What follows belongs to an exercise in optimizing a design on an open flow for small area, a short achievable clock period and few clock cycles per item; a production flow would make more cautious choices. Power figures rest on the tool's default switching activity, not on a simulated workload.

==> flow/design.v <==
package ia_pkg;
    localparam int tile_size         = 8;    
    localparam int tile_log2         = 3;    
    localparam int data_width        = 16;   
    localparam int bus_width         = 32;                           
    localparam int bytes_per_beat    = 4;
    localparam int beats_per_row_max = tile_size / bytes_per_beat;   
    localparam int reg_width         = 16;   
    localparam int len_width         = 3;    
    typedef enum logic [1:0] {
        IDLE = 2'b00,
        INIT = 2'b11,   
        LOAD = 2'b01,
        SEND = 2'b10
    } loader_state_e;
    typedef enum logic {
        WRITE = 1'b0,
        READ  = 1'b1
    } icb_op_e;
endpackage
module ia_loader_top (
    input  logic                                          clk,
    input  logic                                          rst_n,
    input  logic                                          init_cfg,
    input  logic [ia_pkg::reg_width-1:0]                  k,
    input  logic [ia_pkg::reg_width-1:0]                  n,
    input  logic [ia_pkg::reg_width-1:0]                  m,
    input  logic [ia_pkg::reg_width-1:0]                  lhs_base,
    input  logic [ia_pkg::reg_width-1:0]                  lhs_row_stride_b,
    input  logic signed [ia_pkg::reg_width-1:0]           lhs_zp,
    input  logic                                          send_ia_trigger,
    output logic                                          icb_cmd_valid,
    input  logic                                          icb_cmd_ready,
    output logic                                          icb_cmd_read,
    output logic [ia_pkg::reg_width-1:0]                  icb_cmd_addr,
    output logic [ia_pkg::len_width-1:0]                  icb_cmd_len,
    input  logic                                          icb_rsp_valid,
    output logic                                          icb_rsp_ready,
    input  logic [ia_pkg::bus_width-1:0]                  icb_rsp_rdata,
    output logic [ia_pkg::tile_size*ia_pkg::data_width-1:0] ia_out,
    output logic                                          ia_row_valid,
    output logic                                          ia_is_init_data,
    output logic                                          ia_calc_done,
    output logic                                          ia_sending_done,
    output logic                                          ia_data_valid
);
    logic [12:0] n_hi, m_hi;      
    logic        n_lo_z, m_lo_z;  
    logic        k_lo_z;          
    logic [2:0]  k_lo_m1;         
    logic        n_lo_two;        
    logic        ct1, lt1;        
    logic [15:0] stride;
    logic [15:0] zp;
    logic        w_act;           
    logic [12:0] c_rem, l_rem, r_rem;
    logic [15:0] tile_addr, row_base;
    logic [2:0]  c_row;           
    logic        w_first, w_lc, w_ll, w_lr;   
    logic        c_v;             
    logic        r_v, r_done;
    logic [2:0]  r_rows_m1;
    logic        r_two, r_first, r_lc;
    logic [2:0]  wr_row;
    logic        wr_beat;
    logic        s_v;             
    logic [2:0]  rd_row;
    logic [2:0]  s_rows_m1;
    logic        s_first, s_lc;
    logic [63:0] rowreg;          
    logic        rr_v;            
    logic        rr_first, rr_lc, rr_last;   
    logic [63:0] store [8];
    wire [2:0] w_rows_m1 = w_lr ? k_lo_m1 : 3'd7;
    wire       w_two     = !w_lc || n_lo_two;
    wire       more_rows = (c_row != w_rows_m1);
    wire       more_tiles = !(w_lc && w_ll && w_lr);
    wire       adv       = !icb_cmd_valid || icb_cmd_ready;
    wire idle = !w_act && !icb_cmd_valid && !c_v && !r_v && !s_v && !rr_v;
    wire init = init_cfg && idle;
    wire acc       = icb_rsp_valid && icb_rsp_ready;
    wire r_lbeat   = !r_two || wr_beat;
    wire r_lrow    = (wr_row == r_rows_m1);
    wire tile_in   = r_v && (r_done || (acc && r_lbeat && r_lrow));
    wire trig_acc  = ia_data_valid && send_ia_trigger;
    wire show      = rr_v && (!ia_data_valid || send_ia_trigger);   
    wire rr_free   = !rr_v || show;
    wire rd        = s_v && rr_free;                                 
    wire s_last    = (rd_row == s_rows_m1);
    wire snd_free  = !s_v || (rd && s_last);
    wire handoff   = tile_in && snd_free;
    wire r_take    = c_v && (!r_v || handoff);
    wire       s_v_n     = handoff || (s_v && !(rd && s_last));
    wire [2:0] rd_row_n  = handoff ? 3'd0 : rd ? rd_row + 3'd1 : rd_row;
    wire [2:0] s_rows_n  = handoff ? r_rows_m1 : s_rows_m1;
    wire       rr_v_n    = rd || (rr_v && !show);
    wire       dv_n      = rd ? (rd_row == 3'd0) : (ia_data_valid && !trig_acc);
    wire       r_v_n     = r_take || (r_v && !handoff);
    wire       r_done_n  = r_v && tile_in && !handoff;
    wire [2:0] wr_row_n  = handoff ? 3'd0 : (acc && r_lbeat) ? wr_row + 3'd1 : wr_row;
    wire       wr_beat_n = handoff ? 1'b0 : acc ? (r_two && !wr_beat) : wr_beat;
    logic [3:0] rdy_c;
    for (genvar i = 0; i < 4; i++) begin : g_rdy
        wire       x_acc      = (i % 2 == 1) && icb_rsp_ready;
        wire       x_trig     = (i / 2 == 1);
        wire       x_tile_in  = r_v && (r_done || (x_acc && r_lbeat && r_lrow));
        wire       x_show     = rr_v && (!ia_data_valid || x_trig);
        wire       x_rd       = s_v && (!rr_v || x_show);
        wire       x_handoff  = x_tile_in && (!s_v || (x_rd && s_last));
        wire       x_r_take   = c_v && (!r_v || x_handoff);
        wire       x_s_v_n    = x_handoff || (s_v && !(x_rd && s_last));
        wire [2:0] x_rd_row_n = x_handoff ? 3'd0 : x_rd ? rd_row + 3'd1 : rd_row;
        wire [2:0] x_s_rows_n = x_handoff ? r_rows_m1 : s_rows_m1;
        wire       x_rr_v_n   = x_rd || (rr_v && !x_show);
        wire       x_dv_n     = x_rd ? (rd_row == 3'd0) : (ia_data_valid && !x_trig);
        wire       x_r_v_n    = x_r_take || (r_v && !x_handoff);
        wire       x_r_done_n = r_v && x_tile_in && !x_handoff;
        wire [2:0] x_wr_row_n = x_handoff ? 3'd0 : (x_acc && r_lbeat) ? wr_row + 3'd1 : wr_row;
        wire       x_free_n   = !x_s_v_n || (x_wr_row_n > x_s_rows_n) || (x_wr_row_n < x_rd_row_n) ||
                                ((x_wr_row_n == x_rd_row_n) && (!x_rr_v_n || !x_dv_n));
        assign rdy_c[i] = x_r_v_n && !x_r_done_n && x_free_n;
    end
    wire       rdy_n     = rdy_c[{send_ia_trigger, icb_rsp_valid}];
    wire in_lc = (n[15:3] == {12'd0, n[2:0] == 3'd0});
    wire in_ll = (m[15:3] == {12'd0, m[2:0] == 3'd0});
    wire in_lr = (k[15:3] == {12'd0, k[2:0] == 3'd0});
    always_ff @(posedge clk) begin
        if (init) begin
            n_hi     <= n[15:3];
            m_hi     <= m[15:3];
            n_lo_z   <= (n[2:0] == 3'd0);
            m_lo_z   <= (m[2:0] == 3'd0);
            k_lo_z   <= (k[2:0] == 3'd0);
            k_lo_m1  <= k[2:0] - 3'd1;
            n_lo_two <= (n[2:0] == 3'd0) || (n[2:0] > 3'd4);
            ct1      <= in_lc;
            lt1      <= in_ll;
            stride   <= lhs_row_stride_b;
            zp       <= lhs_zp;
        end
    end
    logic [12:0] c_rem_nt, l_rem_nt, r_rem_nt;
    logic [15:0] row_base_nt, tile_addr_nt;
    logic        first_nt, lc_nt, ll_nt, lr_nt;
    always_comb begin
        c_rem_nt     = c_rem;
        l_rem_nt     = l_rem;
        r_rem_nt     = r_rem;
        row_base_nt  = row_base;
        tile_addr_nt = tile_addr;
        first_nt     = 1'b1;
        lc_nt        = ct1;
        ll_nt        = w_ll;
        lr_nt        = w_lr;
        if (!w_lc) begin
            c_rem_nt     = c_rem - 13'd1;
            tile_addr_nt = {tile_addr[15:3] + 13'd1, tile_addr[2:0]};
            first_nt     = 1'b0;
            lc_nt        = (c_rem == {12'd0, n_lo_z} + 13'd1);
        end else if (!w_ll) begin
            c_rem_nt     = n_hi;
            l_rem_nt     = l_rem - 13'd1;
            tile_addr_nt = row_base;
            ll_nt        = (l_rem == {12'd0, m_lo_z} + 13'd1);
        end else begin
            c_rem_nt     = n_hi;
            l_rem_nt     = m_hi;
            r_rem_nt     = r_rem - 13'd1;
            row_base_nt  = row_base + {stride[12:0], 3'd0};
            tile_addr_nt = row_base_nt;
            ll_nt        = lt1;
            lr_nt        = (r_rem == {12'd0, k_lo_z} + 13'd1);
        end
    end
    wire load_row  = w_act && adv && more_rows;
    wire load_tile = w_act && adv && !more_rows && more_tiles && !c_v;
    always_ff @(posedge clk) begin
        if (init) begin
            c_rem        <= n[15:3];
            l_rem        <= m[15:3];
            r_rem        <= k[15:3];
            tile_addr    <= lhs_base;
            row_base     <= lhs_base;
            icb_cmd_addr <= lhs_base;
            c_row        <= 3'd0;
            w_first      <= 1'b1;
            w_lc         <= in_lc;
            w_ll         <= in_ll;
            w_lr         <= in_lr;
        end else if (load_row) begin
            icb_cmd_addr <= icb_cmd_addr + stride;
            c_row        <= c_row + 3'd1;
        end else if (load_tile) begin
            c_rem        <= c_rem_nt;
            l_rem        <= l_rem_nt;
            r_rem        <= r_rem_nt;
            tile_addr    <= tile_addr_nt;
            row_base     <= row_base_nt;
            icb_cmd_addr <= tile_addr_nt;
            c_row        <= 3'd0;
            w_first      <= first_nt;
            w_lc         <= lc_nt;
            w_ll         <= ll_nt;
            w_lr         <= lr_nt;
        end
    end
    logic cmd_len0;
    always_ff @(posedge clk or negedge rst_n) begin
        if (!rst_n) begin
            w_act         <= 1'b0;
            icb_cmd_valid <= 1'b0;
            cmd_len0      <= 1'b0;
            c_v           <= 1'b0;
        end else if (init) begin
            w_act         <= 1'b1;
            icb_cmd_valid <= 1'b1;
            cmd_len0      <= (n[15:3] != 13'd0) || (n[2:0] > 3'd4);
            c_v           <= 1'b1;
        end else begin
            if (load_tile) begin
                icb_cmd_valid <= 1'b1;
                cmd_len0      <= !lc_nt || n_lo_two;
                c_v           <= 1'b1;
            end else begin
                if (load_row)
                    icb_cmd_valid <= 1'b1;
                else if (adv)
                    icb_cmd_valid <= 1'b0;
                if (r_take)
                    c_v <= 1'b0;
            end
            if (w_act && adv && !more_rows && !more_tiles)
                w_act <= 1'b0;
        end
    end
    assign icb_cmd_len  = {2'b00, cmd_len0};
    assign icb_cmd_read = 1'b1;
    always_ff @(posedge clk or negedge rst_n) begin
        if (!rst_n) begin
            r_v             <= 1'b0;
            r_done          <= 1'b0;
            wr_row          <= 3'd0;
            wr_beat         <= 1'b0;
            icb_rsp_ready   <= 1'b0;
            s_v             <= 1'b0;
            rd_row          <= 3'd0;
            rr_v            <= 1'b0;
            ia_data_valid   <= 1'b0;
            ia_row_valid    <= 1'b0;
            ia_is_init_data <= 1'b0;
            ia_calc_done    <= 1'b0;
            ia_sending_done <= 1'b0;
        end else begin
            r_v             <= r_v_n;
            r_done          <= r_done_n;
            wr_row          <= wr_row_n;
            wr_beat         <= wr_beat_n;
            icb_rsp_ready   <= rdy_n;
            s_v             <= s_v_n;
            rd_row          <= rd_row_n;
            rr_v            <= rr_v_n;
            ia_data_valid   <= dv_n;
            ia_row_valid    <= show;
            ia_is_init_data <= show && rr_first;
            ia_calc_done    <= show && rr_lc;
            ia_sending_done <= show && rr_last;
        end
    end
    always_ff @(posedge clk) begin
        if (r_take) begin
            r_rows_m1 <= w_rows_m1;
            r_two     <= w_two;
            r_first   <= w_first;
            r_lc      <= w_lc;
        end
        if (handoff) begin
            s_rows_m1 <= r_rows_m1;
            s_first   <= r_first;
            s_lc      <= r_lc;
        end
        if (rd) begin
            rowreg   <= store[rd_row];
            rr_first <= s_first;
            rr_lc    <= s_lc;
            rr_last  <= s_last;
        end
    end
    for (genvar r = 0; r < 8; r++) begin : g_row
        for (genvar b = 0; b < 2; b++) begin : g_beat
            always_ff @(posedge clk) begin
                if (acc && wr_row == 3'(r) && wr_beat == 1'(b))
                    store[r][32*b +: 32] <= icb_rsp_rdata;
            end
        end
    end
    wire [63:0] row     = rowreg;
    wire [7:0]  zp_hi   = zp[15:8];
    wire [7:0]  zp_hi_p = zp_hi + 8'd1;
    wire [7:0]  zp_hi_m = zp_hi - 8'd1;
    wire        zp_max  = (zp_hi == 8'h7f);
    wire        zp_min  = (zp_hi == 8'h80);
    for (genvar c = 0; c < 8; c++) begin : g_cvt
        wire [7:0] b = row[8*c +: 8];
        wire [8:0] lo = {1'b0, b} + {1'b0, zp[7:0]};
        wire       up = lo[8] && !b[7];
        wire       dn = !lo[8] && b[7];
        logic [15:0] v;
        always_comb begin
            if (up && zp_max)      v = 16'h7fff;
            else if (dn && zp_min) v = 16'h8000;
            else if (up)           v = {zp_hi_p, lo[7:0]};
            else if (dn)           v = {zp_hi_m, lo[7:0]};
            else                   v = {zp_hi, lo[7:0]};
        end
        always_ff @(posedge clk) ia_out[16*c +: 16] <= v;
    end
endmodule
clock: 5.5 ns
lec_check: 0
abc_clock_period_in_ps: 2500
cap_margin: 20
core_margin: 2
core_utilization: 60
setup_slack_margin: 2.5
slew_margin: 20
run.sh (not shown) runs the stock make flow with config.mk's settings and CLKGATE_MAP_FILE= SYNTH_SCRIPT=/design/flow/synth_recipe.tcl, a recipe that flattens the netlist after the stock synthesis.
Edit:
--- a/flow/design.v
+++ b/flow/design.v
@@ -96,34 +96,15 @@
     wire       rr_v_n    = rd || (rr_v && !show);
     wire       dv_n      = rd ? (rd_row == 3'd0) : (ia_data_valid && !trig_acc);
     wire       r_v_n     = r_take || (r_v && !handoff);
     wire       r_done_n  = r_v && tile_in && !handoff;
     wire [2:0] wr_row_n  = handoff ? 3'd0 : (acc && r_lbeat) ? wr_row + 3'd1 : wr_row;
     wire       wr_beat_n = handoff ? 1'b0 : acc ? (r_two && !wr_beat) : wr_beat;
-    logic [3:0] rdy_c;
-    for (genvar i = 0; i < 4; i++) begin : g_rdy
-        wire       x_acc      = (i % 2 == 1) && icb_rsp_ready;
-        wire       x_trig     = (i / 2 == 1);
-        wire       x_tile_in  = r_v && (r_done || (x_acc && r_lbeat && r_lrow));
-        wire       x_show     = rr_v && (!ia_data_valid || x_trig);
-        wire       x_rd       = s_v && (!rr_v || x_show);
-        wire       x_handoff  = x_tile_in && (!s_v || (x_rd && s_last));
-        wire       x_r_take   = c_v && (!r_v || x_handoff);
-        wire       x_s_v_n    = x_handoff || (s_v && !(x_rd && s_last));
-        wire [2:0] x_rd_row_n = x_handoff ? 3'd0 : x_rd ? rd_row + 3'd1 : rd_row;
-        wire [2:0] x_s_rows_n = x_handoff ? r_rows_m1 : s_rows_m1;
-        wire       x_rr_v_n   = x_rd || (rr_v && !x_show);
-        wire       x_dv_n     = x_rd ? (rd_row == 3'd0) : (ia_data_valid && !x_trig);
-        wire       x_r_v_n    = x_r_take || (r_v && !x_handoff);
-        wire       x_r_done_n = r_v && x_tile_in && !x_handoff;
-        wire [2:0] x_wr_row_n = x_handoff ? 3'd0 : (x_acc && r_lbeat) ? wr_row + 3'd1 : wr_row;
-        wire       x_free_n   = !x_s_v_n || (x_wr_row_n > x_s_rows_n) || (x_wr_row_n < x_rd_row_n) ||
-                                ((x_wr_row_n == x_rd_row_n) && (!x_rr_v_n || !x_dv_n));
-        assign rdy_c[i] = x_r_v_n && !x_r_done_n && x_free_n;
-    end
-    wire       rdy_n     = rdy_c[{send_ia_trigger, icb_rsp_valid}];
+    wire       free_n    = !s_v_n || (wr_row_n > s_rows_n) || (wr_row_n < rd_row_n) ||
+                           ((wr_row_n == rd_row_n) && (!rr_v_n || !dv_n));
+    wire       rdy_n     = r_v_n && !r_done_n && free_n;
     wire in_lc = (n[15:3] == {12'd0, n[2:0] == 3'd0});
     wire in_ll = (m[15:3] == {12'd0, m[2:0] == 3'd0});
     wire in_lr = (k[15:3] == {12'd0, k[2:0] == 3'd0});
     always_ff @(posedge clk) begin
         if (init) begin
             n_hi     <= n[15:3];
After rerunning: Sequential power barely changes. Flip-flop and latch count does not change. Register-to-register slack is about the same. Utilization came out higher by 0.71 points. First-iteration DRC count rose by 15%. Setup slack gains 0.013 ns. Total power fell by 3.9%. Final cell count came out lower by 1.9%. Cell area is lower by 0.81%. Die area went down by 1.2%. Synthesized cell count is lower by 3.1%.
No functional check of the RTL was part of any run of this note.

what the ideal ports hide:
The flow's constraints put no driver on any port. The routed layouts listed below were extracted and timed again, unchanged, in two steps.
Step 1 assumes that a clkbuf_16 drives the clock port and a buf_2 every other input.
Step 2 moves the port delays by t, midway between the first and last clock arrival at a register: inputs arrive t later, outputs are due t later. That takes back most of the time a late clock gives input paths.
a / b / c = ideal / step 1 / step 2; a / b = the first two.
run | t (ns) | setup WS [ns] | worst setup path at the end | cell pins on the clock port's net
the first run | 0.707 | 2.481 / 2.481 / 1.884 | input to register | 1
the second run | 0.722 | 2.494 / 2.494 / 1.791 | input to register | 1
After both steps every run listed still meets setup and hold. For the second run, which loses most, drivers alone change the setup slack by 0.000 ns; drivers and shift together by -0.703 ns.
